Source: an optimization exercise on an open RTL-to-GDS flow (aim: small area). Production flows keep margins and buffers that such runs may drop. At most, simulation tests tie the RTL to the original design; equivalence was not proved.

## v7
Design byte_pack_fifo_hs, start of the top module:
module byte_pack_fifo_hs #(
    parameter  int IN_BYTES   = 16,
    parameter  int OUT_BYTES  = 16,
    parameter  int FIFO_BYTES = 32,
    localparam int IN_W       = $clog2(IN_BYTES + 1),
    localparam int OUT_W      = $clog2(OUT_BYTES + 1),
    localparam int LVL_W      = $clog2(FIFO_BYTES + 1)
) (
    input  logic                clk,
    input  logic                rst_n,
    input  logic                sync_rst_i,
    input  logic                drain_i,
    input  logic                in_valid,
    output logic                in_ready,
    input  logic [IN_BYTES*8-1:0] in_data,
    input  logic [IN_W-1:0]     in_nbytes,
    input  logic [OUT_W-1:0]    out_req,
    output logic                out_valid,
    input  logic                out_ready,
    output logic [OUT_BYTES*8-1:0] out_data,
    output logic [OUT_W-1:0]    out_nbytes,
    output logic [LVL_W-1:0]    level_o,
    output logic                draining_o,
    output logic                err_len_o
);
Size: about 1900 cells after synthesis, ~270 flip-flops, about 18000 sq um of cells after synthesis.
export LEC_CHECK = 0
export ABC_AREA = 1
export CAP_MARGIN = 10
export CORE_MARGIN = 2
export CORE_UTILIZATION = 70
export GPL_TIMING_DRIVEN = 0
export SETUP_SLACK_MARGIN = 0.6
export SLEW_MARGIN = 10
export SYNTH_HIERARCHICAL = 1
export SYNTH_MINIMUM_KEEP_SIZE = 0
create_clock -name core_clock -period 10.0 [get_ports {clk}]
standard.sh (not shown) runs the stock make flow with config.mk's settings and CLKGATE_MAP_FILE= SYNTH_SCRIPT=/design/flow/synth_recipe.tcl, a recipe that flattens the netlist after the stock synthesis.
==> flow/flow/run.sh <==
#!/bin/bash
# Own layout flow: the standard ORFS flow, with
#  - synthesis as standard, except that ABC maps with its area-only mapper (amap);
#    registers are mapped by Yosys before ABC runs, so they are the standard synthesis's;
#  - the port buffers made from the smallest buffer cell;
#  - clock tree synthesis without dummy loads.
set -euo pipefail
W=$(pwd)
# Copy of the ORFS scripts whose only change is the ABC area script.
rm -rf "$W/scripts_own"
cp -r "$FLOW_HOME/scripts" "$W/scripts_own"
cp "$W/flow/abc_area.script" "$W/scripts_own/abc_area.script"

bash standard.sh SCRIPTS_DIR="$W/scripts_own" synth > "$W/synth.log" 2>&1

bash standard.sh \
  BUFFER_PORTS_ARGS="-buffer_cell sky130_fd_sc_hd__buf_1" \
  CTS_ARGS="-sink_clustering_enable -repair_clock_nets -dont_use_dummy_load -buf_list {sky130_fd_sc_hd__clkbuf_4} -sink_clustering_size 10 -sink_clustering_max_diameter 40" \
  finish > "$W/layout.log" 2>&1
==> flow/flow/abc_area.script <==
strash
dch
amap
topo
v7 finished all stages; the layout is clean.
### v7 -> v30
diff --git a/flow/flow/run.sh b/flow/flow/run.sh
--- a/flow/flow/run.sh
+++ b/flow/flow/run.sh
@@ -6 +6,2 @@
-#  - clock tree synthesis without dummy loads.
+#  - clock tree synthesis without dummy loads, from small clock buffers;
+#  - non-critical gates downsized after global routing (RECOVER_POWER).
@@ -18 +19,2 @@
-  CTS_ARGS="-sink_clustering_enable -repair_clock_nets -dont_use_dummy_load -buf_list {sky130_fd_sc_hd__clkbuf_4} -sink_clustering_size 10 -sink_clustering_max_diameter 40" \
+  RECOVER_POWER=100 \
+  CTS_ARGS="-sink_clustering_enable -repair_clock_nets -dont_use_dummy_load -buf_list {sky130_fd_sc_hd__clkbuf_4 sky130_fd_sc_hd__clkbuf_8} -sink_clustering_size 16 -sink_clustering_max_diameter 50" \
diff --git a/flow/config.mk b/flow/config.mk
--- a/flow/config.mk
+++ b/flow/config.mk
@@ -9 +9 @@
-export CAP_MARGIN = 10
+export CAP_MARGIN = 0
@@ -13,2 +13,2 @@
-export SETUP_SLACK_MARGIN = 0.6
-export SLEW_MARGIN = 10
+export SETUP_SLACK_MARGIN = 0.3
+export SLEW_MARGIN = 0
[summary]
- From v7 to v30 the numbers moved as follows: area overhead of the layout relative to synthesis saw a decrease; design area saw a decrease; depth of the most critical reg-to-reg path saw a decrease.
- v30: complete, dirty (capacitance limit, slew limit)
- Utilization after layout was lower in v30 than in v7.
- v30 ended with more multi-input combinational area share than v7.
- Re number of global-route vias before repair: v7 was lower than v30.
[inputs] v16 vs v30
diff --git a/flow/flow/run.sh b/flow/flow/run.sh
--- a/flow/flow/run.sh
+++ b/flow/flow/run.sh
@@ -6,2 +6 @@
-#  - clock tree synthesis without dummy loads, from small clock buffers;
-#  - non-critical gates downsized after global routing (RECOVER_POWER).
+#  - clock tree synthesis without dummy loads.
@@ -19 +17,0 @@
-  RECOVER_POWER=100 \
diff --git a/flow/config.mk b/flow/config.mk
--- a/flow/config.mk
+++ b/flow/config.mk
@@ -9 +9 @@
-export CAP_MARGIN = 0
+export CAP_MARGIN = 10
@@ -13,2 +13,2 @@
-export SETUP_SLACK_MARGIN = 0.3
-export SLEW_MARGIN = 0
+export SETUP_SLACK_MARGIN = 0.6
+export SLEW_MARGIN = 10
[summary]
Looking at the reports, v16 completed the entire flow and the layout it produced met the timing, DRC and antenna checks.
Taking v30 as the reference point, the final worst-path cycle share of v16 falls by 0.40 points.
Against v30 as the reference, v16 delivers a higher area growth from synthesis to layout.
The lower arrival time reported for the critical path endpoint came out of v16.
Of v16 and v30, the run reporting the lower total met2 wirelength after detailed routing was v16.
Looking at final area, v16 sits 0.71% above v30.
Looking at worst hold slack, v16 sits 0.021 ns above v30.
Higher wire length of the first global-routing pass goes to v30 over v16.
The following lists how v18 was set up differently from v16:
diff --git a/flow/config.mk b/flow/config.mk
--- a/flow/config.mk
+++ b/flow/config.mk
@@ -11 +11 @@
-export CORE_UTILIZATION = 70
+export CORE_UTILIZATION = 60
## What came out
- On filler-free cell count of the finished design: v18 sits above v16.
- v16 → v18: final worst slack saw an increase.
- On footprint of the multi-input gates, v16 and v18 are neck and neck.
- Routed wire length on met3 delta for v18 relative to v16: about 14% lower
Setup changes, v18 to v50
diff --git a/flow/config.mk b/flow/config.mk
--- a/flow/config.mk
+++ b/flow/config.mk
@@ -9 +9 @@
-export CAP_MARGIN = 10
+export CAP_MARGIN = 0
@@ -11 +11 @@
-export CORE_UTILIZATION = 60
+export CORE_UTILIZATION = 70
@@ -13,2 +13,2 @@
-export SETUP_SLACK_MARGIN = 0.6
-export SLEW_MARGIN = 10
+export SETUP_SLACK_MARGIN = 0.3
+export SLEW_MARGIN = 0
### Flow results
v18 reports its highest signal layer in the routed design as met4 while v50 reports met5. The max-slew headroom at the worst pin of v50 was inferior to that of v18. v18 → v50: pin count of the biggest net entering global routing grew by 2.7%, post-layout worst setup margin shrank by 0.12 ns. Changes observed in v50 relative to v18: sequential cell area share picked up an extra 0.44 points, final critical-path share of the clock period increased by 1.2 points relative to the old numbers. Maximum frequency: v50 lower than v18. The number of synthesized flops with an enable pin was comparable across v18 and v50. Relative to v18, the met3 wire length of v50 is higher by 1.7 mm.

---

byte_pack_fifo_hs, a different RTL version from the one above (not shown whole).
For scale: roughly 2000 cells after synthesis, roughly 270 flip-flops, ~290 I/O pins, roughly 0.018 mm^2 of cells after synthesis.
==> flow/config.mk <==
export PLATFORM = sky130hd
export DESIGN_NAME = byte_pack_fifo_hs
export DESIGN_NICKNAME = byte_pack_fifo_hs
export VERILOG_FILES = /design/flow/design.v
export SDC_FILE = /design/flow/constraint.sdc
export NUM_CORES = 4
export LEC_CHECK = 0
export ABC_AREA = 1
export CAP_MARGIN = 20
export CORE_MARGIN = 2
export CORE_UTILIZATION = 60
export GPL_TIMING_DRIVEN = 0
export SLEW_MARGIN = 20
export SYNTH_HIERARCHICAL = 1
export SYNTH_MINIMUM_KEEP_SIZE = 0
==> flow/constraint.sdc <==
create_clock -name core_clock -period 10.0 [get_ports {clk}]
set_input_delay 2.0000 -clock core_clock [delete_from_list [all_inputs] [get_ports {clk}]]
set_output_delay 2.0000 -clock core_clock [all_outputs]
set_load 0.01 [all_outputs]
==> flow/flow/run.sh <==
#!/bin/bash
# Own layout flow: the standard ORFS flow, with
#  - synthesis as standard, except that ABC maps with its area-only mapper (amap);
#    registers are mapped by Yosys before ABC runs, so they are the standard synthesis's;
#  - the port buffers made from the smallest buffer cell;
#  - clock tree synthesis without dummy loads.
set -euo pipefail
W=$(pwd)
# Copy of the ORFS scripts whose only change is the ABC area script.
rm -rf "$W/scripts_own"
cp -r "$FLOW_HOME/scripts" "$W/scripts_own"
cp "$W/flow/abc_area.script" "$W/scripts_own/abc_area.script"

bash standard.sh SCRIPTS_DIR="$W/scripts_own" synth > "$W/synth.log" 2>&1

bash standard.sh \
  BUFFER_PORTS_ARGS="-buffer_cell sky130_fd_sc_hd__buf_1" \
  CTS_ARGS="-sink_clustering_enable -repair_clock_nets -dont_use_dummy_load" \
  finish > "$W/layout.log" 2>&1
Scripts as last shown in full above: flow/flow/abc_area.script
Rerun with:
--- a/flow/config.mk
+++ b/flow/config.mk
@@ -7,9 +7,10 @@
 export LEC_CHECK = 0
 export ABC_AREA = 1
-export CAP_MARGIN = 20
+export CAP_MARGIN = 10
 export CORE_MARGIN = 2
 export CORE_UTILIZATION = 60
+export CTS_BUF_LIST = sky130_fd_sc_hd__clkbuf_4 sky130_fd_sc_hd__clkbuf_8
 export GPL_TIMING_DRIVEN = 0
-export SLEW_MARGIN = 20
+export SLEW_MARGIN = 10
 export SYNTH_HIERARCHICAL = 1
 export SYNTH_MINIMUM_KEEP_SIZE = 0
The new run completed without violations; flip-flop and latch count is unchanged; design area came out lower by 1.1%; worst hold slack got worse by 0.0066 ns; register-to-register slack is worse by 0.08 ns.
No functional check of the RTL was part of any run of this note.

---

Another version of the RTL of byte_pack_fifo_hs (not shown whole).
Size in the first run: ~2000 cells after synthesis, ~270 flip-flops, about 290 I/O pins, roughly 0.020 mm^2 of cells after synthesis.
clock: 10.0 ns
lec_check: 0
abc_area: 1
cap_margin: 20
core_margin: 2
core_utilization: 60
gpl_timing_driven: 0
slew_margin: 20
Scripts as last shown in full above: flow/flow/run.sh, flow/flow/abc_area.script
Change:
==> flow/run.sh (new file) <==
#!/bin/bash
# synth_recipe.tcl (not shown) runs the flow's synth.tcl, then flattens the netlist and writes it again
# the make line also repeats each setting of config.mk as NAME=value (left out here)
make -C /OpenROAD-flow-scripts/flow DESIGN_CONFIG=/design/flow/config.mk WORK_HOME=/design/flow/orfs CLKGATE_MAP_FILE= SYNTH_SCRIPT=/design/flow/synth_recipe.tcl finish
CAP_MARGIN = 30   (was 20)
CORE_UTILIZATION = 40   (was 60)
GPL_TIMING_DRIVEN = not set   (was 0)
SLEW_MARGIN = 40   (was 20)
removed: flow/flow/run.sh
removed: flow/flow/abc_area.script
removed: flow/standard.sh
Outcome:
- The new run finished with timing, DRC and antenna clean
- worst hold slack gets better by 0.085 ns
- first-iteration DRC count rose by 43%

==> re-timing with driven ports <==
How much do the figures lean on ideal ports? The routed layouts below were timed once more, with nothing changed but the port constraints. Step 1 assumes that a clkbuf_16 drives the clock port and a buf_2 every other input. Step 2 moves the port delays by t, midway between the first and last clock arrival at a register: inputs arrive t later, outputs are due t later. That takes back most of the time a late clock gives input paths. Three values: ideal, step 1, step 2; two values: the first two.
| run | shift t [ns] | setup WS [ns] | worst setup path at the end |
|---|---|---|---|
| v7 | 0.674 | 0.532 / 0.477 / 0.707 | input to output |
| v30 | 0.581 | 0.609 / 0.562 / 0.600 | input to output |
| v16 | 0.583 | 0.649 / 0.603 / 0.747 | input to output |
| v18 | 0.572 | 0.800 / 0.754 / 0.904 | input to output |
| v50 | 0.581 | 0.675 / 0.629 / 0.744 | input to output |
| the first run of note 2 | 0.575 | 0.752 / 0.730 / 0.730 | input to output |
| the second run of note 2 | 0.567 | 0.283 / 0.259 / 0.259 | input to output |
| the first run of note 3 | 0.582 | 0.982 / 0.960 / 0.960 | input to output |
| the second run of note 3 | 0.615 | 2.294 / 2.251 / 2.251 | input to output |
The setup slack of the second run of note 3, which loses most, moves by -0.043 ns with the drivers and by -0.043 ns with both steps.
